This design comes from an exercise in tuning for small area, a short achievable clock period and few clock cycles on the open sky130 flow, not from production work.
The RTL was checked by simulation tests, not by an equivalence proof against the original design.
Power figures rest on the tool's default switching activity, not on a simulated workload.

==> flow/design.v, too long to show whole: its modules and the start of the top module <==
// module matmul_ctrl: 102 lines
// module matmul_addr_gen: 13 lines
// module matmul_mac: 1612 lines
// module matmul_fa: 10 lines
// module matmul_top: 59 lines
module matmul_top (
	input  logic                   clk,
	input  logic                   reset_n,
	input  logic                   dut_valid,
	output logic                   dut_ready,
	output matmul_pkg::sram_addr_t input_read_address,
	input  matmul_pkg::sram_data_t input_read_data,
	output matmul_pkg::sram_addr_t weight_read_address,
	input  matmul_pkg::sram_data_t weight_read_data,
	output logic                   result_write_enable,
	output matmul_pkg::sram_addr_t result_write_address,
	output matmul_pkg::sram_data_t result_write_data
);
  // ...
==> flow/flow/run.sh <==
#!/bin/bash
set -euo pipefail
MARGIN=${MARGIN:-8.6}
bash standard.sh SETUP_SLACK_MARGIN=$MARGIN \
  "BUFFER_PORTS_ARGS=-buffer_cell sky130_fd_sc_hd__buf_2" finish > standard.log 2>&1
==> flow/standard.sh <==
#!/bin/bash
# synth_recipe.tcl (not shown) runs the flow's synth.tcl, then flattens the netlist and writes it again
# the make line also repeats each setting of config.mk as NAME=value (left out here)
make -C /OpenROAD-flow-scripts/flow DESIGN_CONFIG=/design/flow/config.mk WORK_HOME=/design/flow/orfs CLKGATE_MAP_FILE= SYNTH_SCRIPT=/design/flow/synth_recipe.tcl "${@:-finish}"
==> flow/config.mk <==
export PLATFORM = sky130hd
export DESIGN_NAME = matmul_top
export DESIGN_NICKNAME = matmul_top
export VERILOG_FILES = /design/flow/design.v
export SDC_FILE = /design/flow/constraint.sdc
export NUM_CORES = 4
export LEC_CHECK = 0
export CAP_MARGIN = 20
export CORE_MARGIN = 2
export CORE_UTILIZATION = 55
export CTS_CLUSTER_DIAMETER = 120
export CTS_CLUSTER_SIZE = 24
export SLEW_MARGIN = 20
export SYNTH_HIERARCHICAL = 1
==> flow/constraint.sdc <==
create_clock -name core_clock -period 12.0 [get_ports {clk}]
set_input_delay 2.4000 -clock core_clock [delete_from_list [all_inputs] [get_ports {clk}]]
set_output_delay 2.4000 -clock core_clock [all_outputs]
set_load 0.01 [all_outputs]
==> summary.txt, run 1 <==
status=timing/DRC/antenna clean; Reg clk slew, reported paths=roughly 0.11 ns; end of the critical path=weight_read_address[3]; Top delay family on crit path=flip-flops; critical path's slowest cell=dfxtp_2; H-tree depth=1; Non-Clock Inverter Count=33; Power Density=~250 nW/um^2; Hold Path Depth=0; Seq. pwr=0.00197 W; most frequent cells after synthesis=xnor2_1 (348), dfxtp_1 (320), a22oi_1 (260), fa_1 (233), clkbuf_1 (125); final core occ=61.7%; post-route setup slack=roughly 8.6 ns; VDD IR max=252 uV; Compound-Gate Fraction of Synth Area=a little over an eighth; Post-synth ARST share=0%; Top power group=combinational cells; post-synth top area share=between 20% and 30%; ANT nets after route=0; Worst slew margin=about a third; min Tclk post-route=about 3.4 ns; Biggest register=u_mac.cut_q; DP Worst Slack=~8.3 ns; internal power=a little over 0.004 W; Port Buf Inserts=148; dpl hpwl=44,300 um; sw frac=40.2%; max reg flops=79; top post-synthesis cells by area=dfxtp_1 (26%), fa_1 (19%), xnor2_1 (13%), a22oi_1 (8.1%), edfxtp_1 (7.9%)
Testbench counts, summed over its fixed seeds: cycles 30,328.
==> module matmul_top, before the edit <==
module matmul_top (
	input  logic                   clk,
	input  logic                   reset_n,
	input  logic                   dut_valid,
	output logic                   dut_ready,
	output matmul_pkg::sram_addr_t input_read_address,
	input  matmul_pkg::sram_data_t input_read_data,
	output matmul_pkg::sram_addr_t weight_read_address,
	input  matmul_pkg::sram_data_t weight_read_data,
	output logic                   result_write_enable,
	output matmul_pkg::sram_addr_t result_write_address,
	output matmul_pkg::sram_data_t result_write_data
);
	logic issue, first, last;
	logic f1, f2, f3, f4;  
	logic l1, l2, l3, l4;  
	logic done;
	logic start;
	assign done = result_write_enable && !f4;
	matmul_ctrl u_ctrl (
		.clk                 (clk),
		.reset_n             (reset_n),
		.dut_valid           (dut_valid),
		.dut_ready           (dut_ready),
		.input_read_data     (input_read_data),
		.weight_read_data    (weight_read_data),
		.input_read_address  (input_read_address),
		.weight_read_address (weight_read_address),
		.issue               (issue),
		.first               (first),
		.last                (last),
		.done                (done),
		.start               (start)
	);
	always_ff @(posedge clk) begin
		if (!reset_n) begin
			f1 <= 1'b0; f2 <= 1'b0; f3 <= 1'b0; f4 <= 1'b0;
			l1 <= 1'b0; l2 <= 1'b0; l3 <= 1'b0; l4 <= 1'b0;
			result_write_enable <= 1'b0;
		end else begin
			f1 <= first; f2 <= f1; f3 <= f2; f4 <= f3;
			l1 <= last;  l2 <= l1; l3 <= l2; l4 <= l3;
			result_write_enable <= l4;
		end
	end
	matmul_addr_gen u_addr (
		.clk                  (clk),
		.start                (start),
		.write                (result_write_enable),
		.result_write_address (result_write_address)
	);
	matmul_mac u_mac (
		.clk              (clk),
		.input_read_data  (input_read_data),
		.weight_read_data (weight_read_data),
		.first            (f3),
		.sum              (result_write_data)
	);
endmodule
==> inputs of run 2 (changes only) <==
--- a/flow/design.v
+++ b/flow/design.v
@@ -125,32 +125,26 @@
 	end
 endmodule
 `timescale 1ns/1ns
 module matmul_mac (
 	input  logic        clk,
 	input  logic [31:0] input_read_data,
 	input  logic [31:0] weight_read_data,
 	input  logic        first,  
-	output logic [31:0] sum
+	output logic [31:0] acc
 );
 	logic [31:0] a_q;
 	logic [15:0] one_q;
 	logic [15:0] two_q;
 	logic [15:0] neg_q;
 	logic [78:0] cut_d;
 	logic [78:0] cut_q;
 	logic [31:0] acc_g;
 	logic [31:0] x;
-	logic [31:0] acc;    
-	logic [3:1] acc_c;  
-	logic [3:1] acc_cg;
-	logic [3:1] blk_c;
-	logic [31:0] blk_s;
-	logic [31:0] acc_cw;
 	logic [31:0] y;
 	logic pp1;
 	logic pn2;
 	logic pp3;
 	logic pp4;
 	logic pp5;
 	logic pp6;
 	logic pp7;
@@ -840,20 +834,20 @@
 	logic r3_0_s691;
 	logic r3_0_c692;
 	logic r3_0_s693;
 	logic r3_0_c694;
 	logic r3_0_s695;
 	logic r3_0_c696;
 	logic r3_0_s697;
 	logic r3_0_c698;
-	logic r3_0_s699;
-	logic r3_0_c700;
-	logic r3_0_s701;
-	logic r3_0_c702;
+	logic r3_1_s699;
+	logic r3_1_c700;
+	logic r3_1_s701;
+	logic r3_1_c702;
 	logic r3_1_s703;
 	logic r3_1_c704;
 	logic r3_1_s705;
 	logic r3_1_c706;
 	logic r3_1_s707;
 	logic r3_1_c708;
 	logic r3_1_s709;
 	logic r3_1_c710;
@@ -874,22 +868,22 @@
 	logic r3_1_s725;
 	logic r3_1_c726;
 	logic r3_1_s727;
 	logic r3_1_c728;
 	logic r3_1_s729;
 	logic r3_1_c730;
 	logic r3_1_s731;
 	logic r3_1_c732;
-	logic r3_1_s733;
-	logic r3_1_c734;
-	logic r3_1_s735;
-	logic r3_1_c736;
-	logic r3_1_s737;
-	logic r3_1_c738;
+	logic r3_2_s733;
+	logic r3_2_c734;
+	logic r3_2_s735;
+	logic r3_2_c736;
+	logic r3_2_s737;
+	logic r3_2_c738;
 	logic r3_2_s739;
 	logic r3_2_c740;
 	logic r3_2_s741;
 	logic r3_2_c742;
 	logic r3_2_s743;
 	logic r3_2_c744;
 	logic r3_2_s745;
 	logic r3_2_c746;
@@ -934,30 +928,24 @@
 	logic r3_2_s785;
 	logic r3_2_c786;
 	logic r3_2_s787;
 	logic r3_2_c788;
 	logic r3_2_s789;
 	logic r3_2_c790;
 	logic r3_2_s791;
 	logic r3_2_c792;
-	logic r3_2_s793;
-	logic r3_2_c794;
-	logic r3_2_s795;
-	logic r3_2_c796;
-	logic r3_2_s797;
-	logic r3_2_c798;
+	logic r3_px793;
+	logic r3_px794;
+	logic r3_px795;
+	logic r3_px796;
+	logic r3_px797;
+	logic r3_px798;
 	logic r3_px799;
 	logic r3_px800;
-	logic r3_px801;
-	logic r3_px802;
-	logic r3_px803;
-	logic r3_px804;
-	logic r3_px805;
-	logic r3_px806;
 	always_ff @(posedge clk) begin
 		a_q   <= input_read_data;
 		one_q[0] <= weight_read_data[0] ^ 1'b0;
 		two_q[0] <= (weight_read_data[1] & ~weight_read_data[0] & ~1'b0) | (~weight_read_data[1] & weight_read_data[0] & 1'b0);
 		neg_q[0] <= weight_read_data[1];
 		one_q[1] <= weight_read_data[2] ^ weight_read_data[1];
 		two_q[1] <= (weight_read_data[3] & ~weight_read_data[2] & ~weight_read_data[1]) | (~weight_read_data[3] & weight_read_data[2] & weight_read_data[1]);
 		neg_q[1] <= weight_read_data[3];
@@ -999,27 +987,19 @@
 		neg_q[13] <= weight_read_data[27];
 		one_q[14] <= weight_read_data[28] ^ weight_read_data[27];
 		two_q[14] <= (weight_read_data[29] & ~weight_read_data[28] & ~weight_read_data[27]) | (~weight_read_data[29] & weight_read_data[28] & weight_read_data[27]);
 		neg_q[14] <= weight_read_data[29];
 		one_q[15] <= weight_read_data[30] ^ weight_read_data[29];
 		two_q[15] <= (weight_read_data[31] & ~weight_read_data[30] & ~weight_read_data[29]) | (~weight_read_data[31] & weight_read_data[30] & weight_read_data[29]);
 		neg_q[15] <= weight_read_data[31];
 		cut_q <= cut_d;
-		acc   <= blk_s;
-		acc_c <= blk_c;
-		sum   <= acc + acc_cw;
+		acc   <= x + y;
 	end
 	assign acc_g = first ? 32'd0 : acc;
-	assign acc_cg = first ? 3'd0 : acc_c;
-	assign acc_cw = {acc_c[3], 7'd0, acc_c[2], 7'd0, acc_c[1], 7'd0, 1'b0};
-	assign {blk_c[1], blk_s[7:0]} = {1'b0, x[7:0]} + {1'b0, y[7:0]};
-	assign {blk_c[2], blk_s[15:8]} = {1'b0, x[15:8]} + {1'b0, y[15:8]};
-	assign {blk_c[3], blk_s[23:16]} = {1'b0, x[23:16]} + {1'b0, y[23:16]};
-	assign blk_s[31:24] = x[31:24] + y[31:24];
 	assign pp1 = one_q[0] & a_q[0];
 	assign pn2 = neg_q[0] & ~(one_q[0] & a_q[0]);
 	assign pp3 = ((one_q[0] & a_q[1]) | (two_q[0] & a_q[0])) ^ neg_q[0];
 	assign pp4 = ((one_q[0] & a_q[2]) | (two_q[0] & a_q[1])) ^ neg_q[0];
 	assign pp5 = ((one_q[0] & a_q[3]) | (two_q[0] & a_q[2])) ^ neg_q[0];
 	assign pp6 = ((one_q[0] & a_q[4]) | (two_q[0] & a_q[3])) ^ neg_q[0];
 	assign pp7 = ((one_q[0] & a_q[5]) | (two_q[0] & a_q[4])) ^ neg_q[0];
 	assign pp8 = ((one_q[0] & a_q[6]) | (two_q[0] & a_q[5])) ^ neg_q[0];
@@ -1507,97 +1487,94 @@
 	assign r2_px675 = r2_px667 ^ r2_px668;
 	assign r2_px676 = r2_px669 ^ r2_px670;
 	assign r2_px677 = r2_px671 ^ r2_px672;
 	assign r2_px678 = r2_px673 ^ r2_px674;
 	assign r2_px679 = r2_px675 ^ r2_px676;
 	assign r2_px680 = r2_px677 ^ r2_px678;
 	assign r2_px681 = r2_px679 ^ r2_1_c550;
 	assign r2_px682 = r2_px680 ^ r2_px681;
-	assign r3_0_s683 = cut_q[27] ^ cut_q[28];
-	assign r3_0_c684 = cut_q[27] & cut_q[28];
-	assign r3_0_s685 = cut_q[40] ^ cut_q[41];
-	assign r3_0_c686 = cut_q[40] & cut_q[41];
-	assign r3_0_s687 = cut_q[46] ^ cut_q[47];
-	assign r3_0_c688 = cut_q[46] & cut_q[47];
-	assign r3_0_s689 = cut_q[50] ^ cut_q[51];
-	assign r3_0_c690 = cut_q[50] & cut_q[51];
-	matmul_fa r3_0_f692 (.a(cut_q[52]), .b(cut_q[53]), .c(cut_q[54]), .s(r3_0_s691), .co(r3_0_c692));
-	matmul_fa r3_0_f694 (.a(cut_q[56]), .b(cut_q[57]), .c(cut_q[58]), .s(r3_0_s693), .co(r3_0_c694));
-	assign r3_0_s695 = cut_q[60] ^ cut_q[61];
-	assign r3_0_c696 = cut_q[60] & cut_q[61];
-	matmul_fa r3_0_f698 (.a(cut_q[63]), .b(cut_q[64]), .c(cut_q[65]), .s(r3_0_s697), .co(r3_0_c698));
-	assign r3_0_s699 = cut_q[67] ^ cut_q[68];
-	assign r3_0_c700 = cut_q[67] & cut_q[68];
-	matmul_fa r3_0_f702 (.a(cut_q[70]), .b(cut_q[71]), .c(cut_q[72]), .s(r3_0_s701), .co(r3_0_c702));
-	assign r3_1_s703 = cut_q[12] ^ cut_q[13];
-	assign r3_1_c704 = cut_q[12] & cut_q[13];
-	assign r3_1_s705 = cut_q[20] ^ cut_q[21];
-	assign r3_1_c706 = cut_q[20] & cut_q[21];
-	assign r3_1_s707 = cut_q[24] ^ cut_q[25];
-	assign r3_1_c708 = cut_q[24] & cut_q[25];
-	matmul_fa r3_1_f710 (.a(r3_0_s683), .b(cut_q[29]), .c(acc_g[16]), .s(r3_1_s709), .co(r3_1_c710));
-	matmul_fa r3_1_f712 (.a(r3_0_c684), .b(cut_q[30]), .c(cut_q[31]), .s(r3_1_s711), .co(r3_1_c712));
-	matmul_fa r3_1_f714 (.a(cut_q[32]), .b(cut_q[33]), .c(cut_q[34]), .s(r3_1_s713), .co(r3_1_c714));
-	assign r3_1_s715 = cut_q[35] ^ cut_q[36];
-	assign r3_1_c716 = cut_q[35] & cut_q[36];
-	matmul_fa r3_1_f718 (.a(cut_q[37]), .b(cut_q[38]), .c(cut_q[39]), .s(r3_1_s717), .co(r3_1_c718));
-	matmul_fa r3_1_f720 (.a(r3_0_s685), .b(cut_q[42]), .c(cut_q[43]), .s(r3_1_s719), .co(r3_1_c720));
-	matmul_fa r3_1_f722 (.a(r3_0_c686), .b(cut_q[44]), .c(cut_q[45]), .s(r3_1_s721), .co(r3_1_c722));
-	matmul_fa r3_1_f724 (.a(r3_0_s687), .b(cut_q[48]), .c(cut_q[49]), .s(r3_1_s723), .co(r3_1_c724));
-	matmul_fa r3_1_f726 (.a(r3_0_c688), .b(r3_0_s689), .c(acc_g[24]), .s(r3_1_s725), .co(r3_1_c726));
-	matmul_fa r3_1_f728 (.a(r3_0_c690), .b(r3_0_s691), .c(cut_q[55]), .s(r3_1_s727), .co(r3_1_c728));
-	matmul_fa r3_1_f730 (.a(r3_0_c692), .b(r3_0_s693), .c(cut_q[59]), .s(r3_1_s729), .co(r3_1_c730));
-	matmul_fa r3_1_f732 (.a(r3_0_c694), .b(r3_0_s695), .c(cut_q[62]), .s(r3_1_s731), .co(r3_1_c732));
-	matmul_fa r3_1_f734 (.a(r3_0_c696), .b(r3_0_s697), .c(cut_q[66]), .s(r3_1_s733), .co(r3_1_c734));
-	matmul_fa r3_1_f736 (.a(r3_0_c698), .b(r3_0_s699), .c(cut_q[69]), .s(r3_1_s735), .co(r3_1_c736));
-	matmul_fa r3_1_f738 (.a(r3_0_c700), .b(r3_0_s701), .c(cut_q[73]), .s(r3_1_s737), .co(r3_1_c738));
-	assign r3_2_s739 = cut_q[1] ^ cut_q[2];
-	assign r3_2_c740 = cut_q[1] & cut_q[2];
-	matmul_fa r3_2_f742 (.a(cut_q[3]), .b(cut_q[4]), .c(acc_g[2]), .s(r3_2_s741), .co(r3_2_c742));
-	assign r3_2_s743 = cut_q[5] ^ acc_g[3];
-	assign r3_2_c744 = cut_q[5] & acc_g[3];
-	matmul_fa r3_2_f746 (.a(cut_q[6]), .b(cut_q[7]), .c(acc_g[4]), .s(r3_2_s745), .co(r3_2_c746));
-	assign r3_2_s747 = cut_q[8] ^ acc_g[5];
-	assign r3_2_c748 = cut_q[8] & acc_g[5];
-	matmul_fa r3_2_f750 (.a(cut_q[9]), .b(cut_q[10]), .c(acc_g[6]), .s(r3_2_s749), .co(r3_2_c750));
-	assign r3_2_s751 = cut_q[11] ^ acc_g[7];
-	assign r3_2_c752 = cut_q[11] & acc_g[7];
-	matmul_fa r3_2_f754 (.a(r3_1_s703), .b(acc_g[8]), .c(acc_cg[1]), .s(r3_2_s753), .co(r3_2_c754));
-	matmul_fa r3_2_f756 (.a(r3_1_c704), .b(cut_q[14]), .c(acc_g[9]), .s(r3_2_s755), .co(r3_2_c756));
-	matmul_fa r3_2_f758 (.a(cut_q[15]), .b(cut_q[16]), .c(acc_g[10]), .s(r3_2_s757), .co(r3_2_c758));
-	assign r3_2_s759 = cut_q[17] ^ acc_g[11];
-	assign r3_2_c760 = cut_q[17] & acc_g[11];
-	matmul_fa r3_2_f762 (.a(cut_q[18]), .b(cut_q[19]), .c(acc_g[12]), .s(r3_2_s761), .co(r3_2_c762));
-	matmul_fa r3_2_f764 (.a(r3_1_s705), .b(cut_q[22]), .c(acc_g[13]), .s(r3_2_s763), .co(r3_2_c764));
-	matmul_fa r3_2_f766 (.a(r3_1_c706), .b(cut_q[23]), .c(acc_g[14]), .s(r3_2_s765), .co(r3_2_c766));
-	matmul_fa r3_2_f768 (.a(r3_1_s707), .b(cut_q[26]), .c(acc_g[15]), .s(r3_2_s767), .co(r3_2_c768));
-	matmul_fa r3_2_f770 (.a(r3_1_c708), .b(r3_1_s709), .c(acc_cg[2]), .s(r3_2_s769), .co(r3_2_c770));
-	matmul_fa r3_2_f772 (.a(r3_1_c710), .b(r3_1_s711), .c(acc_g[17]), .s(r3_2_s771), .co(r3_2_c772));
-	matmul_fa r3_2_f774 (.a(r3_1_c712), .b(r3_1_s713), .c(acc_g[18]), .s(r3_2_s773), .co(r3_2_c774));
-	matmul_fa r3_2_f776 (.a(r3_1_c714), .b(r3_1_s715), .c(acc_g[19]), .s(r3_2_s775), .co(r3_2_c776));
-	matmul_fa r3_2_f778 (.a(r3_1_c716), .b(r3_1_s717), .c(acc_g[20]), .s(r3_2_s777), .co(r3_2_c778));
-	matmul_fa r3_2_f780 (.a(r3_1_c718), .b(r3_1_s719), .c(acc_g[21]), .s(r3_2_s779), .co(r3_2_c780));
-	matmul_fa r3_2_f782 (.a(r3_1_c720), .b(r3_1_s721), .c(acc_g[22]), .s(r3_2_s781), .co(r3_2_c782));
-	matmul_fa r3_2_f784 (.a(r3_1_c722), .b(r3_1_s723), .c(acc_g[23]), .s(r3_2_s783), .co(r3_2_c784));
-	matmul_fa r3_2_f786 (.a(r3_1_c724), .b(r3_1_s725), .c(acc_cg[3]), .s(r3_2_s785), .co(r3_2_c786));
-	matmul_fa r3_2_f788 (.a(r3_1_c726), .b(r3_1_s727), .c(acc_g[25]), .s(r3_2_s787), .co(r3_2_c788));
-	matmul_fa r3_2_f790 (.a(r3_1_c728), .b(r3_1_s729), .c(acc_g[26]), .s(r3_2_s789), .co(r3_2_c790));
-	matmul_fa r3_2_f792 (.a(r3_1_c730), .b(r3_1_s731), .c(acc_g[27]), .s(r3_2_s791), .co(r3_2_c792));
-	matmul_fa r3_2_f794 (.a(r3_1_c732), .b(r3_1_s733), .c(acc_g[28]), .s(r3_2_s793), .co(r3_2_c794));
-	matmul_fa r3_2_f796 (.a(r3_1_c734), .b(r3_1_s735), .c(acc_g[29]), .s(r3_2_s795), .co(r3_2_c796));
-	matmul_fa r3_2_f798 (.a(r3_1_c736), .b(r3_1_s737), .c(acc_g[30]), .s(r3_2_s797), .co(r3_2_c798));
-	assign r3_px799 = cut_q[74] ^ cut_q[75];
-	assign r3_px800 = cut_q[76] ^ cut_q[77];
-	assign r3_px801 = cut_q[78] ^ acc_g[31];
-	assign r3_px802 = r3_0_c702 ^ r3_1_c738;
-	assign r3_px803 = r3_px799 ^ r3_px800;
-	assign r3_px804 = r3_px801 ^ r3_px802;
-	assign r3_px805 = r3_px803 ^ r3_px804;
-	assign r3_px806 = r3_px805 ^ r3_2_c798;
+	assign r3_0_s683 = cut_q[40] ^ cut_q[41];
+	assign r3_0_c684 = cut_q[40] & cut_q[41];
+	assign r3_0_s685 = cut_q[46] ^ cut_q[47];
+	assign r3_0_c686 = cut_q[46] & cut_q[47];
+	assign r3_0_s687 = cut_q[52] ^ cut_q[53];
+	assign r3_0_c688 = cut_q[52] & cut_q[53];
+	matmul_fa r3_0_f690 (.a(cut_q[56]), .b(cut_q[57]), .c(cut_q[58]), .s(r3_0_s689), .co(r3_0_c690));
+	assign r3_0_s691 = cut_q[60] ^ cut_q[61];
+	assign r3_0_c692 = cut_q[60] & cut_q[61];
+	matmul_fa r3_0_f694 (.a(cut_q[63]), .b(cut_q[64]), .c(cut_q[65]), .s(r3_0_s693), .co(r3_0_c694));
+	assign r3_0_s695 = cut_q[67] ^ cut_q[68];
+	assign r3_0_c696 = cut_q[67] & cut_q[68];
+	matmul_fa r3_0_f698 (.a(cut_q[70]), .b(cut_q[71]), .c(cut_q[72]), .s(r3_0_s697), .co(r3_0_c698));
+	assign r3_1_s699 = cut_q[20] ^ cut_q[21];
+	assign r3_1_c700 = cut_q[20] & cut_q[21];
+	assign r3_1_s701 = cut_q[24] ^ cut_q[25];
+	assign r3_1_c702 = cut_q[24] & cut_q[25];
+	matmul_fa r3_1_f704 (.a(cut_q[27]), .b(cut_q[28]), .c(cut_q[29]), .s(r3_1_s703), .co(r3_1_c704));
+	assign r3_1_s705 = cut_q[30] ^ cut_q[31];
+	assign r3_1_c706 = cut_q[30] & cut_q[31];
+	matmul_fa r3_1_f708 (.a(cut_q[32]), .b(cut_q[33]), .c(cut_q[34]), .s(r3_1_s707), .co(r3_1_c708));
+	assign r3_1_s709 = cut_q[35] ^ cut_q[36];
+	assign r3_1_c710 = cut_q[35] & cut_q[36];
+	matmul_fa r3_1_f712 (.a(cut_q[37]), .b(cut_q[38]), .c(cut_q[39]), .s(r3_1_s711), .co(r3_1_c712));
+	matmul_fa r3_1_f714 (.a(r3_0_s683), .b(cut_q[42]), .c(cut_q[43]), .s(r3_1_s713), .co(r3_1_c714));
+	matmul_fa r3_1_f716 (.a(r3_0_c684), .b(cut_q[44]), .c(cut_q[45]), .s(r3_1_s715), .co(r3_1_c716));
+	matmul_fa r3_1_f718 (.a(r3_0_s685), .b(cut_q[48]), .c(cut_q[49]), .s(r3_1_s717), .co(r3_1_c718));
+	matmul_fa r3_1_f720 (.a(r3_0_c686), .b(cut_q[50]), .c(cut_q[51]), .s(r3_1_s719), .co(r3_1_c720));
+	matmul_fa r3_1_f722 (.a(r3_0_s687), .b(cut_q[54]), .c(cut_q[55]), .s(r3_1_s721), .co(r3_1_c722));
+	matmul_fa r3_1_f724 (.a(r3_0_c688), .b(r3_0_s689), .c(cut_q[59]), .s(r3_1_s723), .co(r3_1_c724));
+	matmul_fa r3_1_f726 (.a(r3_0_c690), .b(r3_0_s691), .c(cut_q[62]), .s(r3_1_s725), .co(r3_1_c726));
+	matmul_fa r3_1_f728 (.a(r3_0_c692), .b(r3_0_s693), .c(cut_q[66]), .s(r3_1_s727), .co(r3_1_c728));
+	matmul_fa r3_1_f730 (.a(r3_0_c694), .b(r3_0_s695), .c(cut_q[69]), .s(r3_1_s729), .co(r3_1_c730));
+	matmul_fa r3_1_f732 (.a(r3_0_c696), .b(r3_0_s697), .c(cut_q[73]), .s(r3_1_s731), .co(r3_1_c732));
+	assign r3_2_s733 = cut_q[1] ^ cut_q[2];
+	assign r3_2_c734 = cut_q[1] & cut_q[2];
+	matmul_fa r3_2_f736 (.a(cut_q[3]), .b(cut_q[4]), .c(acc_g[2]), .s(r3_2_s735), .co(r3_2_c736));
+	assign r3_2_s737 = cut_q[5] ^ acc_g[3];
+	assign r3_2_c738 = cut_q[5] & acc_g[3];
+	matmul_fa r3_2_f740 (.a(cut_q[6]), .b(cut_q[7]), .c(acc_g[4]), .s(r3_2_s739), .co(r3_2_c740));
+	assign r3_2_s741 = cut_q[8] ^ acc_g[5];
+	assign r3_2_c742 = cut_q[8] & acc_g[5];
+	matmul_fa r3_2_f744 (.a(cut_q[9]), .b(cut_q[10]), .c(acc_g[6]), .s(r3_2_s743), .co(r3_2_c744));
+	assign r3_2_s745 = cut_q[11] ^ acc_g[7];
+	assign r3_2_c746 = cut_q[11] & acc_g[7];
+	matmul_fa r3_2_f748 (.a(cut_q[12]), .b(cut_q[13]), .c(acc_g[8]), .s(r3_2_s747), .co(r3_2_c748));
+	assign r3_2_s749 = cut_q[14] ^ acc_g[9];
+	assign r3_2_c750 = cut_q[14] & acc_g[9];
+	matmul_fa r3_2_f752 (.a(cut_q[15]), .b(cut_q[16]), .c(acc_g[10]), .s(r3_2_s751), .co(r3_2_c752));
+	assign r3_2_s753 = cut_q[17] ^ acc_g[11];
+	assign r3_2_c754 = cut_q[17] & acc_g[11];
+	matmul_fa r3_2_f756 (.a(cut_q[18]), .b(cut_q[19]), .c(acc_g[12]), .s(r3_2_s755), .co(r3_2_c756));
+	matmul_fa r3_2_f758 (.a(r3_1_s699), .b(cut_q[22]), .c(acc_g[13]), .s(r3_2_s757), .co(r3_2_c758));
+	matmul_fa r3_2_f760 (.a(r3_1_c700), .b(cut_q[23]), .c(acc_g[14]), .s(r3_2_s759), .co(r3_2_c760));
+	matmul_fa r3_2_f762 (.a(r3_1_s701), .b(cut_q[26]), .c(acc_g[15]), .s(r3_2_s761), .co(r3_2_c762));
+	matmul_fa r3_2_f764 (.a(r3_1_c702), .b(r3_1_s703), .c(acc_g[16]), .s(r3_2_s763), .co(r3_2_c764));
+	matmul_fa r3_2_f766 (.a(r3_1_c704), .b(r3_1_s705), .c(acc_g[17]), .s(r3_2_s765), .co(r3_2_c766));
+	matmul_fa r3_2_f768 (.a(r3_1_c706), .b(r3_1_s707), .c(acc_g[18]), .s(r3_2_s767), .co(r3_2_c768));
+	matmul_fa r3_2_f770 (.a(r3_1_c708), .b(r3_1_s709), .c(acc_g[19]), .s(r3_2_s769), .co(r3_2_c770));
+	matmul_fa r3_2_f772 (.a(r3_1_c710), .b(r3_1_s711), .c(acc_g[20]), .s(r3_2_s771), .co(r3_2_c772));
+	matmul_fa r3_2_f774 (.a(r3_1_c712), .b(r3_1_s713), .c(acc_g[21]), .s(r3_2_s773), .co(r3_2_c774));
+	matmul_fa r3_2_f776 (.a(r3_1_c714), .b(r3_1_s715), .c(acc_g[22]), .s(r3_2_s775), .co(r3_2_c776));
+	matmul_fa r3_2_f778 (.a(r3_1_c716), .b(r3_1_s717), .c(acc_g[23]), .s(r3_2_s777), .co(r3_2_c778));
+	matmul_fa r3_2_f780 (.a(r3_1_c718), .b(r3_1_s719), .c(acc_g[24]), .s(r3_2_s779), .co(r3_2_c780));
+	matmul_fa r3_2_f782 (.a(r3_1_c720), .b(r3_1_s721), .c(acc_g[25]), .s(r3_2_s781), .co(r3_2_c782));
+	matmul_fa r3_2_f784 (.a(r3_1_c722), .b(r3_1_s723), .c(acc_g[26]), .s(r3_2_s783), .co(r3_2_c784));
+	matmul_fa r3_2_f786 (.a(r3_1_c724), .b(r3_1_s725), .c(acc_g[27]), .s(r3_2_s785), .co(r3_2_c786));
+	matmul_fa r3_2_f788 (.a(r3_1_c726), .b(r3_1_s727), .c(acc_g[28]), .s(r3_2_s787), .co(r3_2_c788));
+	matmul_fa r3_2_f790 (.a(r3_1_c728), .b(r3_1_s729), .c(acc_g[29]), .s(r3_2_s789), .co(r3_2_c790));
+	matmul_fa r3_2_f792 (.a(r3_1_c730), .b(r3_1_s731), .c(acc_g[30]), .s(r3_2_s791), .co(r3_2_c792));
+	assign r3_px793 = cut_q[74] ^ cut_q[75];
+	assign r3_px794 = cut_q[76] ^ cut_q[77];
+	assign r3_px795 = cut_q[78] ^ acc_g[31];
+	assign r3_px796 = r3_0_c698 ^ r3_1_c732;
+	assign r3_px797 = r3_px793 ^ r3_px794;
+	assign r3_px798 = r3_px795 ^ r3_px796;
+	assign r3_px799 = r3_px797 ^ r3_px798;
+	assign r3_px800 = r3_px799 ^ r3_2_c792;
 	assign cut_d[0] = pp1;
 	assign cut_d[1] = pn2;
 	assign cut_d[2] = pp3;
 	assign cut_d[3] = pp4;
 	assign cut_d[4] = pp34;
 	assign cut_d[5] = r2_0_s289;
 	assign cut_d[6] = r2_0_c290;
 	assign cut_d[7] = r2_0_s291;
@@ -1669,77 +1646,77 @@
 	assign cut_d[73] = r2_3_s657;
 	assign cut_d[74] = r2_px682;
 	assign cut_d[75] = r2_2_c614;
 	assign cut_d[76] = r2_2_c616;
 	assign cut_d[77] = r2_3_c656;
 	assign cut_d[78] = r2_3_c658;
 	assign x[0] = cut_q[0];
 	assign y[0] = acc_g[0];
-	assign x[1] = r3_2_s739;
+	assign x[1] = r3_2_s733;
 	assign y[1] = acc_g[1];
-	assign x[2] = r3_2_c740;
-	assign y[2] = r3_2_s741;
-	assign x[3] = r3_2_c742;
-	assign y[3] = r3_2_s743;
-	assign x[4] = r3_2_c744;
-	assign y[4] = r3_2_s745;
-	assign x[5] = r3_2_c746;
-	assign y[5] = r3_2_s747;
-	assign x[6] = r3_2_c748;
-	assign y[6] = r3_2_s749;
-	assign x[7] = r3_2_c750;
-	assign y[7] = r3_2_s751;
-	assign x[8] = r3_2_c752;
-	assign y[8] = r3_2_s753;
-	assign x[9] = r3_2_c754;
-	assign y[9] = r3_2_s755;
-	assign x[10] = r3_2_c756;
-	assign y[10] = r3_2_s757;
-	assign x[11] = r3_2_c758;
-	assign y[11] = r3_2_s759;
-	assign x[12] = r3_2_c760;
-	assign y[12] = r3_2_s761;
-	assign x[13] = r3_2_c762;
-	assign y[13] = r3_2_s763;
-	assign x[14] = r3_2_c764;
-	assign y[14] = r3_2_s765;
-	assign x[15] = r3_2_c766;
-	assign y[15] = r3_2_s767;
-	assign x[16] = r3_2_c768;
-	assign y[16] = r3_2_s769;
-	assign x[17] = r3_2_c770;
-	assign y[17] = r3_2_s771;
-	assign x[18] = r3_2_c772;
-	assign y[18] = r3_2_s773;
-	assign x[19] = r3_2_c774;
-	assign y[19] = r3_2_s775;
-	assign x[20] = r3_2_c776;
-	assign y[20] = r3_2_s777;
-	assign x[21] = r3_2_c778;
-	assign y[21] = r3_2_s779;
-	assign x[22] = r3_2_c780;
-	assign y[22] = r3_2_s781;
-	assign x[23] = r3_2_c782;
-	assign y[23] = r3_2_s783;
-	assign x[24] = r3_2_c784;
-	assign y[24] = r3_2_s785;
-	assign x[25] = r3_2_c786;
-	assign y[25] = r3_2_s787;
-	assign x[26] = r3_2_c788;
-	assign y[26] = r3_2_s789;
-	assign x[27] = r3_2_c790;
-	assign y[27] = r3_2_s791;
-	assign x[28] = r3_2_c792;
-	assign y[28] = r3_2_s793;
-	assign x[29] = r3_2_c794;
-	assign y[29] = r3_2_s795;
-	assign x[30] = r3_2_c796;
-	assign y[30] = r3_2_s797;
-	assign x[31] = r3_px806;
+	assign x[2] = r3_2_c734;
+	assign y[2] = r3_2_s735;
+	assign x[3] = r3_2_c736;
+	assign y[3] = r3_2_s737;
+	assign x[4] = r3_2_c738;
+	assign y[4] = r3_2_s739;
+	assign x[5] = r3_2_c740;
+	assign y[5] = r3_2_s741;
+	assign x[6] = r3_2_c742;
+	assign y[6] = r3_2_s743;
+	assign x[7] = r3_2_c744;
+	assign y[7] = r3_2_s745;
+	assign x[8] = r3_2_c746;
+	assign y[8] = r3_2_s747;
+	assign x[9] = r3_2_c748;
+	assign y[9] = r3_2_s749;
+	assign x[10] = r3_2_c750;
+	assign y[10] = r3_2_s751;
+	assign x[11] = r3_2_c752;
+	assign y[11] = r3_2_s753;
+	assign x[12] = r3_2_c754;
+	assign y[12] = r3_2_s755;
+	assign x[13] = r3_2_c756;
+	assign y[13] = r3_2_s757;
+	assign x[14] = r3_2_c758;
+	assign y[14] = r3_2_s759;
+	assign x[15] = r3_2_c760;
+	assign y[15] = r3_2_s761;
+	assign x[16] = r3_2_c762;
+	assign y[16] = r3_2_s763;
+	assign x[17] = r3_2_c764;
+	assign y[17] = r3_2_s765;
+	assign x[18] = r3_2_c766;
+	assign y[18] = r3_2_s767;
+	assign x[19] = r3_2_c768;
+	assign y[19] = r3_2_s769;
+	assign x[20] = r3_2_c770;
+	assign y[20] = r3_2_s771;
+	assign x[21] = r3_2_c772;
+	assign y[21] = r3_2_s773;
+	assign x[22] = r3_2_c774;
+	assign y[22] = r3_2_s775;
+	assign x[23] = r3_2_c776;
+	assign y[23] = r3_2_s777;
+	assign x[24] = r3_2_c778;
+	assign y[24] = r3_2_s779;
+	assign x[25] = r3_2_c780;
+	assign y[25] = r3_2_s781;
+	assign x[26] = r3_2_c782;
+	assign y[26] = r3_2_s783;
+	assign x[27] = r3_2_c784;
+	assign y[27] = r3_2_s785;
+	assign x[28] = r3_2_c786;
+	assign y[28] = r3_2_s787;
+	assign x[29] = r3_2_c788;
+	assign y[29] = r3_2_s789;
+	assign x[30] = r3_2_c790;
+	assign y[30] = r3_2_s791;
+	assign x[31] = r3_px800;
 	assign y[31] = 1'b0;
 endmodule
 module matmul_fa (
 	input  logic a,
 	input  logic b,
 	input  logic c,
 	output logic s,
 	output logic co
@@ -1757,21 +1734,21 @@
 	input  matmul_pkg::sram_data_t input_read_data,
 	output matmul_pkg::sram_addr_t weight_read_address,
 	input  matmul_pkg::sram_data_t weight_read_data,
 	output logic                   result_write_enable,
 	output matmul_pkg::sram_addr_t result_write_address,
 	output matmul_pkg::sram_data_t result_write_data
 );
 	logic issue, first, last;
-	logic f1, f2, f3, f4;  
-	logic l1, l2, l3, l4;  
+	logic f1, f2, f3;      
+	logic l1, l2, l3;      
 	logic done;
 	logic start;
-	assign done = result_write_enable && !f4;
+	assign done = result_write_enable && !f3;
 	matmul_ctrl u_ctrl (
 		.clk                 (clk),
 		.reset_n             (reset_n),
 		.dut_valid           (dut_valid),
 		.dut_ready           (dut_ready),
 		.input_read_data     (input_read_data),
 		.weight_read_data    (weight_read_data),
 		.input_read_address  (input_read_address),
@@ -1779,31 +1756,31 @@
 		.issue               (issue),
 		.first               (first),
 		.last                (last),
 		.done                (done),
 		.start               (start)
 	);
 	always_ff @(posedge clk) begin
 		if (!reset_n) begin
-			f1 <= 1'b0; f2 <= 1'b0; f3 <= 1'b0; f4 <= 1'b0;
-			l1 <= 1'b0; l2 <= 1'b0; l3 <= 1'b0; l4 <= 1'b0;
+			f1 <= 1'b0; f2 <= 1'b0; f3 <= 1'b0;
+			l1 <= 1'b0; l2 <= 1'b0; l3 <= 1'b0;
 			result_write_enable <= 1'b0;
 		end else begin
-			f1 <= first; f2 <= f1; f3 <= f2; f4 <= f3;
-			l1 <= last;  l2 <= l1; l3 <= l2; l4 <= l3;
-			result_write_enable <= l4;
+			f1 <= first; f2 <= f1; f3 <= f2;
+			l1 <= last;  l2 <= l1; l3 <= l2;
+			result_write_enable <= l3;
 		end
 	end
 	matmul_addr_gen u_addr (
 		.clk                  (clk),
 		.start                (start),
 		.write                (result_write_enable),
 		.result_write_address (result_write_address)
 	);
 	matmul_mac u_mac (
 		.clk              (clk),
 		.input_read_data  (input_read_data),
 		.weight_read_data (weight_read_data),
 		.first            (f3),
-		.sum              (result_write_data)
+		.acc              (result_write_data)
 	);
 endmodule
==> run 2 against run 1 <==
  * Clock power fell by 3%
  * Critical endpoint is now weight_read_address[15]
  * Worst hold slack improved by 0.097 ns
  * Count of clock-buffer cells in the layout rose by 1
  * Largest cell class unchanged
  * Sequential cell count fell by 37
  * Still clean on timing, DRC and antenna
  * Critical path depth did not move
  * Critical path type unchanged
  * Via count rose by 4.2%
==> summary.txt, run 2 <==
H-tree depth=1 (unchanged); FMAX=290 MHz; share of layout cells above drive strength 1=approximately 18%; final setup fails=0; post-synthesis adder-cell area fraction=22.8%; post-synthesis sequential area ratio=roughly 32%; total grt overflow=0; clock buffer depth=3; Crit Path Max Fanout=2; most frequent cells after synthesis=xnor2_1 (359), dfxtp_1 (283), a22oi_1 (256), fa_1 (227), clkbuf_1 (126); die area=~45,000 um^2; clock skew=about 0.015 ns; max reg flops=79 (unchanged); Netlist cell types=76; #FFs+latches synth=347; critical path's slowest cell=dfxtp_2; FF+latch area=between 7000 and 8000 um^2; Clock Power Share=8.2%; Top delay family on crit path=flip-flops; first-pass GRT wire length=104,000 um; most frequent cells in the layout=xnor2_1 (359), a22oi_1 (256), fa_1 (227); Fin Setup TNS=0 ns; crit-path cells=buf_6; Arr. time, crit path=between 1 and 1.5 ns; Placed Area=approximately 25,000 um^2; synthesized net count=roughly 2,600; largest family of logic cells by synthesized area=adder cells; CTS buffer count=18; worst path required time=around 9.6 ns; post-synth top area share=23.9% (-2.5 points); Power Density=320 nW/um^2 (+26%); most common cell after layout, fill and taps aside=xnor2_1; row count=76; Worst slew margin=42.4% (+8.0 points); starting density of the core=between 50% and 60%; DRC=0; CTS root buf=clkbuf_16; most common cell in the netlist=xnor2_1; Multi-input gate area=around 15,000 um^2; synthesized area=between 20,000 and 25,000 um^2; internal power=0.00463 W (+14%); mux contribution to synthesized area=less than 1%; mean area per synthesized cell=about 10 um^2; fillers=3,586; CTS tree=built; overall power=0.00847 W; vias per inst=between 6 and 7; part of the power in registers=between 20% and 30%; max-slew violations=0; Placer Congestion=~0.95; mean routed wirelength per cell=22.9 um; Port Buf Inserts=148 (unchanged); final hold vios=0; via count=18,000; Max stage delay on crit path=roughly 0.37 ns; Compound-Gate Fraction of Synth Area=15.8% (+2.1 points); Synth Area in XOR/XNOR=between 15 and 20%; Die Y=about 210 um; dpl hpwl=46,300 um (+4.6%); initial antenna violation count=2; Setup CP Type=flop to output port; sw power=0.00385 W; core box area=around 43,000 um^2; largest net degree at the start of global routing=80; Post-synth ARST share=0% (unchanged); Crit. End Element=output port; clock latency (worst-skew pair)=roughly 0.56 ns; worst path buffer plus inverter count=1; status=timing/DRC/antenna clean; unrepaired setup endpoints after global routing=true; Biggest register=u_mac.cut_q; Syn Inst Count=about 2,300; final net count=2,718; Initial DRC Count=1,887; Slew @ Worst Pin=0.860 ns; Logic pwr share=a little over two thirds; Yosys Warn Count=10; crit start category=flop; VDD IR max=440 uV (+74%); type of the worst min-delay path=flop to flop; ANT nets after route=0 (unchanged); Reg clk slew, reported paths=0.10 ns (about the same); max cap viols=0; Ports=149; final WL=between 60,000 and 70,000 um; CTS sink cnt=347; Yosys top cell by area=dfxtp_1; Total Routing Usage GR=approximately 30%; Post-synth EDFFs=64; top post-synthesis cells by area=dfxtp_1 (24%), fa_1 (19%), xnor2_1 (13%), a22oi_1 (8.1%), edfxtp_1 (8.1%); top_reg_cell synth=dfxtp_1; post-route cell area=roughly 26,000 um^2; area grow syn2layout=11.7%; largest registers=u_mac.cut_q: 79 flops, u_mac.a_q: 32 flops, u_mac.acc: 32 flops; die width=212 um; min Tclk post-route=3.44 ns (+0.000410 ns); 1st-pass router iterations=6; worst hold slack=~0.43 ns; final core occ=61.8% (+0.14 points); post-synthesis simple-gate area fraction=approximately 10%; vias in the first global route=18,100; Final Cycle Share=approximately 29%; leakage=approximately 10 nW; hold-fix buffers at CTS=0; sw frac=45.4% (+5.2 points)
## run 2: kinds of logic (layout without fill, tap and decap cells)
family / Yosys count / after routing
buffers and inverters: 213 / 304
other: 0 / 2
multiplexers: 8 / 8
AO/OA/AOI/OAI: 555 / 555
AND/OR/NAND/NOR: 439 / 439
adder cells (fa/ha/maj): 296 / 296
flip-flops: 347 / 347
XOR/XNOR: 418 / 418
## run 2: per-stage QoR
step / cells / setup WS (ns)
global placement: 2823 / 8.36
CTS: 2901 / 8.53
global route: 2914 / 8.53
detailed placement: 2823 / 8.31
finish: 2915 / 8.56
floorplan: 2276 / 8.68
## run 2: repair_timing
action	CTS	global route
gates resized for setup	207	34
buffers inserted	46	12
pin swaps	1	2
setup endpoints to repair	134	138
## run 2: layout make-up
cell class	instances	share of cell area [%]
Tap cell	546	2.58
Timing Repair Buffer	237	7.35
Inverter	35	0.497
Clock inverter	3	0.109
Antenna cell	2	0.0189
Multi-Input combinational cell	1716	58.1
Sequential cell	347	29.4
Clock buffer	29	1.94
## run 2: worst paths after layout
kind / from / endpoint / slack (ns) / depth (start not counted)
hold reg to reg: f1 / f2 / 0.43 / 1
setup / recovery: u_ctrl.b_ptr[15] / weight_read_address[15] / 8.56 / 1
setup reg to reg: u_mac.a_q[20] / u_mac.cut_q[73] / 8.62 / 6
hold / removal: f1 / f2 / 0.43 / 1
## run 2: modules after synthesis, one instance, submodules excluded
module / cell area (um^2) / cells / copies in the design / flip-flops and latches
matmul_addr_gen: 757 / 83 / 1 / 16
matmul_fa: 20.0 / 1 / 225 / 0
matmul_mac: 11600 / 1258 / 1 / 191
matmul_ctrl: 6660 / 695 / 1 / 133
matmul_top: 190 / 15 / 1 / 7
## run 2: metal layers
layer  up-vias  global-route usage (%)  routed length (um)
met5         -                       0                  13
met4         2                    11.8                2650
met3       185                    5.67                5130
met2       797                    48.7               31400
met1      8954                    39.7               27600
li1       8079                       -                   -
## run 2: power by group through the flow
stage          Combinational [W]  Clock, W  Sequential (W)
6_report                 0.00600  0.000698         0.00177
5_1_grt                  0.00668  0.000761         0.00180
4_1_cts                  0.00572  0.000723         0.00177
3_5_place_dp             0.00546         0         0.00177
3_3_place_gp             0.00533         0         0.00177
2_1_floorplan            0.00420         0         0.00171
Testbench counts of run 2, summed over its fixed seeds: cycles 30,008.
==> inputs of run 3 (changes only) <==
==> flow/flow/run.sh (replaced) <==
#!/bin/bash
set -euo pipefail
MARGIN=${MARGIN:-8.5}
bash standard.sh SETUP_SLACK_MARGIN=$MARGIN \
  "BUFFER_PORTS_ARGS=-buffer_cell sky130_fd_sc_hd__buf_1" finish > standard.log 2>&1
==> run 3 against run 2 <==
  * Still clean on timing, DRC and antenna
  * Clock skew up 0.011 ns
  * First-iteration DRC count decreased by 2.3%
  * Sequential share of layout area rose by 0.91 points
  * Sequential power hardly changed
  * Non-clock buffer count decreased by 28
  * Die area did not move
  * Clock power is 2% lower
  * Combinational power down 6.0%
  * Critical path depth unchanged
  * Synthesized cell count did not move
  * Synthesized area did not move
  * Critical endpoint is now input_read_address[3]
  * Largest power group unchanged
==> summary.txt, run 3 <==
Yosys Warn Count=10 (unchanged); worst path required time=9.60 ns (about the same); FMAX=289 MHz (-0.39%); R2R Setup Slk=8.57 ns (-0.05 ns); max cap viols=0 (unchanged); first-pass GRT wire length=103,000 um (-0.93%); top_reg_cell synth=dfxtp_1; share of layout cells above drive strength 1=11.1% (-6.6 points); worst r2r dst=u_mac.cut_q[78]; DRC=0 (unchanged); final hold vios=0 (unchanged); Setup CP Type=flop to output port; CTS tree=built; Layout Cells excl Fill=2,882 (-1.1%); Final Cycle Share=28.8% (+0.11 points); Crit. End Element=output port; post-synthesis sequential area ratio=32.0% (unchanged); H-tree depth=1 (unchanged); #FFs+latches synth=347 (unchanged); worst path buffer plus inverter count=1 (unchanged); most common cell in the netlist=xnor2_1; area grow syn2layout=7.75%; dpl hpwl=46,200 um (-0.24%); hold-fix buffers at CTS=0 (unchanged); starting density of the core=55.4% (unchanged); Port Buf Inserts=148 (unchanged); core box area=42,800 um^2 (unchanged); min Tclk post-route=3.46 ns (+0.0134 ns); most common cell after layout, fill and taps aside=xnor2_1; most frequent cells after synthesis=xnor2_1 (359), dfxtp_1 (283), a22oi_1 (256), fa_1 (227), clkbuf_1 (126); vias in the first global route=17,800 (-2.1%); Yosys top cell by area=dfxtp_1; Reg clk slew, reported paths=0.10 ns (about the same); FF-to-FF path depth=6 (unchanged); critical path's slowest cell=dfxtp_4; final net count=2,690 (-1.0%); Max stage delay on crit path=0.37 ns (about the same); initial antenna violation count=1 (-1); R2R Path Start=u_mac.two_q[7]; Power Density=317 nW/um^2 (-1.2%); fillers=3,658 (+2.0%); clock buffer depth=3 (unchanged); Critical Path Source=u_ctrl.a_ptr[3]; leakage=9.34 nW (-4.9%); Worst slew margin=33.5% (-8.8 points); final WL=66,100 um (-1.1%); VDD IR max=407 uV (-7.4%); status=timing/DRC/antenna clean; 1st-pass router iterations=8 (+2); vias per inst=6.12 (-0.90%); Die Y=212 um (unchanged); via count=17,700 (-2.0%); CTS buffer count=18 (unchanged); Hold EP=f2; final setup fails=0 (unchanged); clock latency (worst-skew pair)=0.56 ns (about the same); synthesized area=23,700 um^2 (unchanged); die area=44,700 um^2 (unchanged); Arr. time, crit path=1.06 ns (+0.02 ns); crit-path cells=buf_2; largest registers=u_mac.cut_q: 79 flops, u_mac.a_q: 32 flops, u_mac.acc: 32 flops; Post-synth ARST share=0% (unchanged); post-synth top area share=23.9% (unchanged); die width=212 um (unchanged); crit start category=flop; ANT nets after route=0 (unchanged); Ports=149 (unchanged); Biggest register=u_mac.cut_q; synthesized net count=2,639 (unchanged); mean routed wirelength per cell=22.9 um (about the same); Hold Path Depth=1 (unchanged); clock skew=0.0256 ns (+0.0111 ns); Total Routing Usage GR=29.7% (-0.23 points); Slew @ Worst Pin=0.996 ns (+0.135 ns); row count=76 (unchanged); Crit Path Max Fanout=4 (+2); Initial DRC Count=1,844 (-2.3%); Placer Congestion=0.934 (-1.5%); DP Cell Count=2,822 (-0.035%); unrepaired setup endpoints after global routing=false; Netlist cell types=76 (unchanged); max-slew violations=0 (unchanged); Post-synth EDFFs=64 (unchanged); Top delay family on crit path=flip-flops; CTS root buf=clkbuf_16; top post-synthesis cells by area=dfxtp_1 (24%), fa_1 (19%), xnor2_1 (13%), a22oi_1 (8.1%), edfxtp_1 (8.1%); total grt overflow=0 (unchanged); largest net degree at the start of global routing=87 (+8.8%); Syn Inst Count=2,276 (unchanged); max reg flops=79 (unchanged); type of the worst min-delay path=flop to flop; Hold Startpoint=f1; n_diodes=0 (-2); most frequent cells in the layout=xnor2_1 (359), a22oi_1 (256), fa_1 (227); Fin Setup TNS=0 ns (unchanged); CTS sink cnt=347 (unchanged); mean area per synthesized cell=10.4 um^2 (unchanged)
[run 3: per-module statistics from Yosys (local to each module, per instance)]
module,cell area (um^2),copies in the design,flops+latches
matmul_addr_gen,757,1,16
matmul_ctrl,6660,1,133
matmul_fa,20.0,225,0
matmul_mac,11600,1,191
matmul_top,190,1,7
[run 3: layout make-up]
type                       count  area, um^2  area share (%)
clock buffer                  26         480            1.88
clock inverter                 3        32.5           0.127
inverter                      35         131           0.515
multi-input combinational   1716       15300            60.0
sequential                   347        7730            30.3
tap                          546         683            2.68
timing repair buffer         209        1140            4.49
[run 3: cells by family (layout without fill, tap and decap cells)]
kind of cell | after synthesis | count (layout) | synth area share [%]
multiplexers | 8 | 8 | 0.349
adder cells (fa/ha/maj) | 296 | 296 | 22.8
AND/OR/NAND/NOR | 439 | 439 | 9.98
XOR/XNOR | 418 | 418 | 15.5
buffers and inverters | 213 | 273 | 3.51
AO/OA/AOI/OAI | 555 | 555 | 15.8
flip-flops | 347 | 347 | 32.0
[run 3: report_power, final]
| part | switching (W) | internal (W) | leakage [nW] |
|---|---|---|---|
| Clock | 0.000400 | 0.000286 | 0.243 |
| Combinational | 0.00311 | 0.00254 | 6.11 |
| Sequential | 0.000205 | 0.00154 | 2.99 |
[run 3: worst max-delay path by stage]
stage,slack [ns],end,cells after the start
floorplan,8.68,u_mac.cut_q[17],8
global placement,8.39,u_mac.cut_q[36],6
detailed placement,8.32,u_mac.cut_q[36],6
CTS,8.49,u_mac.cut_q[36],5
global route,8.50,result_write_address[8],1
finish,8.54,input_read_address[3],1
[run 3: per-stage QoR]
| stage | util, % | setup WS (ns) | total power [W] | instance area (um^2) | hold WS (ns) |
|---|---|---|---|---|---|
| after global placement | 57.2 | 8.39 | 0.00706 | 24500 | 0.408 |
| final | 59.6 | 8.54 | 0.00808 | 25500 | 0.434 |
| after CTS | 58.9 | 8.49 | 0.00793 | 25200 | 0.440 |
| after floorplan | - | 8.68 | 0.00591 | 23700 | 0.406 |
| after global routing | 59.6 | 8.50 | 0.00885 | 25500 | 0.460 |
| after detailed placement | 57.2 | 8.32 | 0.00720 | 24500 | 0.414 |
[run 3: what timing repair did]
action	4_1_cts	5_1_grt
gates resized for setup	104	73
endpoints found under the setup margin	98	99
buffers inserted	7	24
pin swaps	0	3
[run 3: routing by layer]
metal  part of all wire, %  wire length (um)  vias to the layer above  global-route usage (%)
li1                      -                 -                     8006                       -
met1                    43             28200                     8826                    40.5
met2                    47             31200                      697                    48.6
met3                   7.2              4730                      123                    4.95
met4                   3.1              2060                        0                    9.40
met5                     0                 0                        -                       0
==> inputs of run 4 (changes only) <==
==> flow/flow/run.sh (replaced) <==
#!/bin/bash
set -euo pipefail
MARGIN=${MARGIN:-8.2}
bash standard.sh SETUP_SLACK_MARGIN=$MARGIN \
  "BUFFER_PORTS_ARGS=-buffer_cell sky130_fd_sc_hd__buf_1" finish > standard.log 2>&1
==> run 4 against run 3 <==
  * Synthesized area stayed put
  * Combinational power decreased by 4%
  * Count of clock-buffer cells in the layout unchanged
  * Sequential cell count stayed put
  * Sequential share of layout area grew 0.14 points
  * Critical endpoint is now result_write_enable
  * Largest power group unchanged
  * Highest routed layer unchanged
==> summary.txt, run 4 <==
synthesized area=23,700 um^2 (unchanged); total grt overflow=0 (unchanged); status=timing/DRC/antenna clean; max reg flops=79 (unchanged); Crit. End Element=output port; Port Buf Inserts=148 (unchanged); Fin Setup TNS=0 ns (unchanged); top_reg_cell synth=dfxtp_1; most common cell after layout, fill and taps aside=xnor2_1; 1st-pass router iterations=8 (unchanged); Layout Cells excl Fill=2,851 (-1.1%); core box area=42,800 um^2 (unchanged); DP Cell Count=2,822 (unchanged); clock buffer depth=3 (unchanged); Max stage delay on crit path=0.53 ns (+0.16 ns); overall power=0.00788 W (-2.5%); max-slew violations=0 (unchanged); R2R Path Start=u_mac.a_q[8]; Yosys Warn Count=10 (unchanged); Die Y=212 um (unchanged); CTS buffer count=18 (unchanged); type of the worst min-delay path=flop to flop; final WL=65,700 um (-0.69%); Post-synth EDFFs=64 (unchanged); mean area per synthesized cell=10.4 um^2 (unchanged); hold-fix buffers at CTS=0 (unchanged); critical path's slowest cell=dfxtp_1; worst path buffer plus inverter count=1 (unchanged); Setup CP Type=flop to output port; Clock Power Share=8.7% (+0.2 points); Initial DRC Count=1,719 (-6.8%); Crit Path Max Fanout=8 (+4); post-synth top area share=23.9% (unchanged); Yosys top cell by area=dfxtp_1; synthesized net count=2,639 (unchanged); Setup Fix Bufs, Post-CTS=0 (-7); min Tclk post-route=3.67 ns (+0.216 ns); ANT nets after route=0 (unchanged); sw frac=46.3% (+0.31 points); FMAX=272 MHz (-5.9%); final hold vios=0 (unchanged); H-tree depth=1 (unchanged); Ports=149 (unchanged); CTS root buf=clkbuf_16; Post-synth ARST share=0% (unchanged); CTS sink cnt=347 (unchanged); Worst slew margin=21.7% (-12 points); clock latency (worst-skew pair)=0.56 ns (about the same); crit start category=flop; Placer Congestion=0.934 (unchanged); worst path required time=9.60 ns (about the same); row count=76 (unchanged); Hold Path Depth=1 (unchanged); Biggest register=u_mac.cut_q; Netlist cell types=76 (unchanged); mean routed wirelength per cell=23.0 um (+0.39%); Slew @ Worst Pin=1.17 ns (+0.179 ns); share of layout cells above drive strength 1=3.64% (-7.4 points); Total Routing Usage GR=29.6% (-0.074 points); number of cells on the critical path=1 (unchanged); Top delay family on crit path=flip-flops; internal power=0.00423 W (-3.1%); Placed Area=24,500 um^2 (unchanged); largest net degree at the start of global routing=87 (unchanged); first-pass GRT wire length=102,000 um (-0.27%); part of the power in registers=22.2% (+0.5 points); die width=212 um (unchanged); starting density of the core=55.4% (unchanged); CTS tree=built; most frequent cells in the layout=xnor2_1 (359), dfxtp_1 (277), a22oi_1 (256); VDD IR max=385 uV (-5.4%); most frequent cells after synthesis=xnor2_1 (359), dfxtp_1 (283), a22oi_1 (256), fa_1 (227), clkbuf_1 (126); post-route cell area=25,000 um^2 (-2.1%); most common cell in the netlist=xnor2_1; initial antenna violation count=1 (unchanged); dpl hpwl=46,200 um (unchanged); Syn Inst Count=2,276 (unchanged); n_diodes=0 (unchanged); area grow syn2layout=5.47%; die area=44,700 um^2 (unchanged); Hold EP=f2; Hold Startpoint=f1; final net count=2,659 (-1.2%); vias per inst=6.14 (+0.18%); leakage=8.87 nW (-5.0%); FF-to-FF path depth=6 (unchanged); unrepaired setup endpoints after global routing=false; worst r2r dst=u_mac.cut_q[30]; top post-synthesis cells by area=dfxtp_1 (24%), fa_1 (19%), xnor2_1 (13%), a22oi_1 (8.1%), edfxtp_1 (8.1%); Arr. time, crit path=1.27 ns (+0.21 ns); vias in the first global route=17,700 (-0.27%); post-synthesis sequential area ratio=32.0% (unchanged); largest registers=u_mac.cut_q: 79 flops, u_mac.a_q: 32 flops, u_mac.acc: 32 flops; clock skew=0.0254 ns (-0.000256 ns); final setup fails=0 (unchanged); R2R Setup Slk=8.33 ns (-0.24 ns); Power Density=315 nW/um^2 (-0.39%); Reg clk slew, reported paths=0.10 ns (about the same); via count=17,500 (-0.90%); Final Cycle Share=30.6% (+1.8 points); #FFs+latches synth=347 (unchanged); crit-path cells=buf_1; max cap viols=0 (unchanged); sw power=0.00364 W (-1.8%); Logic pwr share=69.1% (-0.8 points); DRC=0 (unchanged)
-- run 4: cell count changes in the layout (fill, tap and decap cells not counted), sizes merged --
cell,delta
buf,-5
clkbuf,-26
-- run 4: modules after synthesis, one instance, submodules excluded --
module / cells inside / flops+latches
matmul_top: 15 / 7
matmul_addr_gen: 83 / 16
matmul_mac: 1258 / 191
matmul_ctrl: 695 / 133
matmul_fa: 1 / 0
-- run 4: logic make-up (layout without fill, tap and decap cells) --
family | count (synthesis) | count (layout) | synth area share (%)
AO/OA/AOI/OAI | 555 | 555 | 15.8
buffers and inverters | 213 | 242 | 3.51
XOR/XNOR | 418 | 418 | 15.5
AND/OR/NAND/NOR | 439 | 439 | 9.98
multiplexers | 8 | 8 | 0.349
adder cells (fa/ha/maj) | 296 | 296 | 22.8
flip-flops | 347 | 347 | 32.0
-- run 4: worst max-delay path by stage --
stage,to,start,slack [ns]
final,result_write_enable,result_write_enable,8.33
after global routing,u_mac.cut_q[36],u_mac.a_q[8],8.22
after CTS,u_mac.cut_q[36],u_mac.a_q[7],8.28
after floorplan,u_mac.cut_q[17],u_mac.neg_q[1],8.68
after global placement,u_mac.cut_q[36],u_mac.a_q[7],8.39
after detailed placement,u_mac.cut_q[36],u_mac.a_q[7],8.32
-- run 4: what timing repair did --
| action | CTS | global route |
|---|---|---|
| hold endpoints to repair | 0 | 0 |
| endpoints found under the setup margin | 0 | 2 |
| resized for setup | 0 | 1 |
-- run 4: power groups by stage --
stage          Sequential (W)  Clock [W]  Combinational, W
3_3_place_gp          0.00177          0           0.00530
6_report              0.00175   0.000686           0.00544
4_1_cts               0.00175   0.000707           0.00545
5_1_grt               0.00178   0.000747           0.00613
2_1_floorplan         0.00171          0           0.00420
3_5_place_dp          0.00177          0           0.00542
-- run 4: routing by layer --
layer  up-vias  global-route usage (%)  wire length (um)
li1       7946                       -                 -
met1      8695                    40.4             28100
met2       733                    48.5             30800
met3       120                    4.94              4710
met4         0                    9.30              2080
met5         -                       0                 0
-- run 4: through the flow --
step / setup slack [ns] / util [%] / hold slack, ns
global placement: 8.39 / 57.2 / 0.408
finish: 8.33 / 58.4 / 0.432
CTS: 8.28 / 58.4 / 0.440
floorplan: 8.68 / - / 0.406
detailed placement: 8.32 / 57.2 / 0.414
global route: 8.22 / 58.4 / 0.460
-- run 4: final cells by class --
class	count	area (um^2)
repair buffers	178	781
multi-input cells	1716	15300
well taps	546	683
inverters	35	131
clock buffers	26	480
fillers	3702	17800
clock inverters	3	32.5
flip-flops and latches	347	7600
==> inputs of run 5 (changes only) <==
==> flow/flow/run.sh (replaced) <==
#!/bin/bash
set -euo pipefail
MARGIN=${MARGIN:-8.35}
bash standard.sh SETUP_SLACK_MARGIN=$MARGIN \
  "BUFFER_PORTS_ARGS=-buffer_cell sky130_fd_sc_hd__buf_1" finish > standard.log 2>&1
==> run 5 against run 4 <==
  * Synthesized cell count stayed put
  * Cell area up 0.12%
  * Sequential share of layout area hardly changed
  * Clock skew increased by 0.0024 ns
  * Sequential power is essentially flat
  * Clock power about the same
  * Wire length about the same
  * Combinational power hardly changed
  * Critical path depth unchanged
  * Critical path type unchanged
  * Worst setup slack improved by 0.093 ns
  * Via count up 0.57%
  * Largest cell class unchanged
  * Sequential cell count stayed put
==> summary.txt, run 5 <==
min Tclk post-route=3.58 ns (-0.0932 ns); H-tree depth=1 (unchanged); share of layout cells above drive strength 1=4.43% (+0.78 points); unrepaired setup endpoints after global routing=true; Top delay family on crit path=flip-flops; starting density of the core=55.4% (unchanged); clock latency (worst-skew pair)=0.56 ns (about the same); crit-path cells=buf_1; sw power=0.00366 W (+0.39%); VDD IR max=406 uV (+5.4%); vias per inst=6.17 (+0.57%); crit start category=flop; n_diodes=0 (unchanged); final net count=2,659 (unchanged); clock skew=0.0278 ns (+0.00245 ns); dpl hpwl=46,200 um (unchanged); Initial DRC Count=1,746 (+1.6%); DRC=0 (unchanged); leakage=8.88 nW (about the same); CTS sink cnt=347 (unchanged); largest net degree at the start of global routing=87 (unchanged); post-route cell area=25,000 um^2 (+0.12%); post-synthesis adder-cell area fraction=22.8% (unchanged); largest family of logic cells by synthesized area=adder cells; via count=17,600 (+0.57%); critical path's slowest cell=dfxtp_1; part of the power in registers=22.1% (about the same); mean area per synthesized cell=10.4 um^2 (unchanged); sw frac=46.3% (about the same); Critical Path Source=u_ctrl.b_ptr[1]; top_reg_cell synth=dfxtp_1; CTS root buf=clkbuf_16; max cap viols=0 (unchanged); Reg clk slew, reported paths=0.10 ns (about the same); R2R Path Start=u_mac.a_q[10]; CTS tree=built; Setup CP Type=flop to output port; Fin Setup TNS=0 ns (unchanged); status=timing/DRC/antenna clean; CTS buffer count=18 (unchanged); Port Buf Inserts=148 (unchanged); Final Cycle Share=29.8% (-0.78 points); FF-to-FF path depth=6 (unchanged); Syn Inst Count=2,276 (unchanged); Placer Congestion=0.934 (unchanged); max reg flops=79 (unchanged); most common cell in the netlist=xnor2_1; Post-synth EDFFs=64 (unchanged); hold-fix buffers at CTS=0 (unchanged); internal power=0.00425 W (+0.43%); Placed Area=24,500 um^2 (unchanged); initial antenna violation count=1 (unchanged); vias in the first global route=17,700 (unchanged); #FFs+latches synth=347 (unchanged); Crit. End Element=output port; total grt overflow=0 (unchanged); most frequent cells after synthesis=xnor2_1 (359), dfxtp_1 (283), a22oi_1 (256), fa_1 (227), clkbuf_1 (126); synthesized area=23,700 um^2 (unchanged); synthesized net count=2,639 (unchanged); Synth Area in XOR/XNOR=15.5% (unchanged); worst path buffer plus inverter count=1 (unchanged); Ports=149 (unchanged); final WL=65,700 um (about the same); final hold vios=0 (unchanged); Power Density=316 nW/um^2 (+0.30%); die width=212 um (unchanged); Total Routing Usage GR=29.6% (unchanged); type of the worst min-delay path=flop to flop; Die Y=212 um (unchanged); Clock Power Share=8.7% (about the same); die area=44,700 um^2 (unchanged); Crit Path Max Fanout=3 (-5); end of the critical path=weight_read_address[1]; Slew @ Worst Pin=1.15 ns (-0.0233 ns); most frequent cells in the layout=xnor2_1 (359), dfxtp_1 (263), a22oi_1 (256); max-slew violations=0 (unchanged); mean routed wirelength per cell=23.0 um (about the same); post-synthesis simple-gate area fraction=9.98% (unchanged); number of cells on the critical path=1 (unchanged); R2R Setup Slk=8.43 ns (+0.10 ns); final setup fails=0 (unchanged); top post-synthesis cells by area=dfxtp_1 (24%), fa_1 (19%), xnor2_1 (13%), a22oi_1 (8.1%), edfxtp_1 (8.1%); Post-synth ARST share=0% (unchanged); row count=76 (unchanged); fillers=3,710 (+0.22%); worst path required time=9.60 ns (about the same); post-synthesis sequential area ratio=32.0% (unchanged); Biggest register=u_mac.cut_q; worst r2r dst=u_mac.cut_q[17]; ANT nets after route=0 (unchanged); first-pass GRT wire length=102,000 um (unchanged); mux contribution to synthesized area=0.349% (unchanged); Max stage delay on crit path=0.42 ns (-0.11 ns); FMAX=279 MHz (+2.6%); Yosys top cell by area=dfxtp_1; 1st-pass router iterations=6 (-2); Yosys Warn Count=10 (unchanged); area grow syn2layout=5.59%; Netlist cell types=76 (unchanged); Arr. time, crit path=1.18 ns (-0.09 ns); largest registers=u_mac.cut_q: 79 flops, u_mac.a_q: 32 flops, u_mac.acc: 32 flops; clock buffer depth=3 (unchanged); Worst slew margin=23.2% (+1.6 points); Logic pwr share=69.2% (about the same); post-synth top area share=23.9% (unchanged); core box area=42,800 um^2 (unchanged); most common cell after layout, fill and taps aside=xnor2_1; Compound-Gate Fraction of Synth Area=15.8% (unchanged)
[run 5: cells by family after synthesis]
family,after synthesis
AO/OA/AOI/OAI,555
buffers and inverters,213
adder cells (fa/ha/maj),296
XOR/XNOR,418
flip-flops,347
multiplexers,8
AND/OR/NAND/NOR,439
[run 5: worst register-to-register path, stage by stage, from the launching register on]
cell and delay, ns:
dfxtp_1 0.95, a22oi_1 0.26, xnor2_1 0.22, fa_1 0.51
fa_1 0.58, fa_1 0.44, fa_1 0.48
[run 5: layout make-up]
class / count / area [um^2] / share of cell area, %
clock buffers: 26 / 480 / 1.92
clock inverters: 3 / 32.5 / 0.130
inverters: 35 / 131 / 0.525
multi-input cells: 1716 / 15300 / 61.1
flip-flops and latches: 347 / 7620 / 30.5
well taps: 546 / 683 / 2.73
repair buffers: 178 / 781 / 3.12
[run 5: worst min-delay path by stage]
stage / start / endpoint / slack, ns / cells after the start
floorplan: f1 / f2 / 0.41 / 1
global placement: f1 / f2 / 0.41 / 1
detailed placement: f1 / f2 / 0.41 / 1
CTS: f2 / f3 / 0.44 / 1
global route: f2 / f3 / 0.46 / 1
finish: f1 / f2 / 0.43 / 1
[run 5: metal layers]
layer	wire [um]	vias up	track usage, %
li1	-	7946	-
met5	0	-	0
met4	2110	0	9.30
met3	4950	133	4.94
met1	27900	8728	40.4
met2	30700	786	48.5
[run 5: metrics by stage]
step           setup slack, ns  std cells  util (%)  hold slack (ns)  total power, W
6_report                  8.42       2851      58.5            0.430         0.00791
5_1_grt                   8.35       2851      58.5            0.460         0.00869
4_1_cts                   8.37       2851      58.4            0.440         0.00790
3_5_place_dp              8.32       2822      57.2            0.414         0.00720
3_3_place_gp              8.39       2822      57.2            0.408         0.00706
2_1_floorplan             8.68       2276         -            0.406         0.00591
[run 5: repair_timing]
item                       4_1_cts  5_1_grt
pin swaps                        0        1
gates resized for setup          2       17
setup endpoints to repair        3       43
buffers inserted                 0        0
gates cloned                     0        0
[run 5: modules after synthesis, one instance, submodules excluded]
module / flops+latches / cell area (um^2) / times used / cells
matmul_addr_gen: 16 / 757 / 1 / 83
matmul_top: 7 / 190 / 1 / 15
matmul_mac: 191 / 11600 / 1 / 1258
matmul_fa: 0 / 20.0 / 225 / 1
matmul_ctrl: 133 / 6660 / 1 / 695
[run 5: power by group through the flow]
stage | clock [W] | combinational (W) | sequential [W]
after global placement | 0 | 0.00530 | 0.00177
final | 0.000687 | 0.00547 | 0.00175
after floorplan | 0 | 0.00420 | 0.00171
after CTS | 0.000707 | 0.00545 | 0.00175
after detailed placement | 0 | 0.00542 | 0.00177
after global routing | 0.000747 | 0.00616 | 0.00178

Setup slack of run 5, layout unchanged: 8.420 ns with ideal ports, 8.360 ns with driving cells assumed (clock clkbuf_16, inputs buf_2), 8.425 ns with port delays also shifted by the 0.605 ns mid clock arrival.
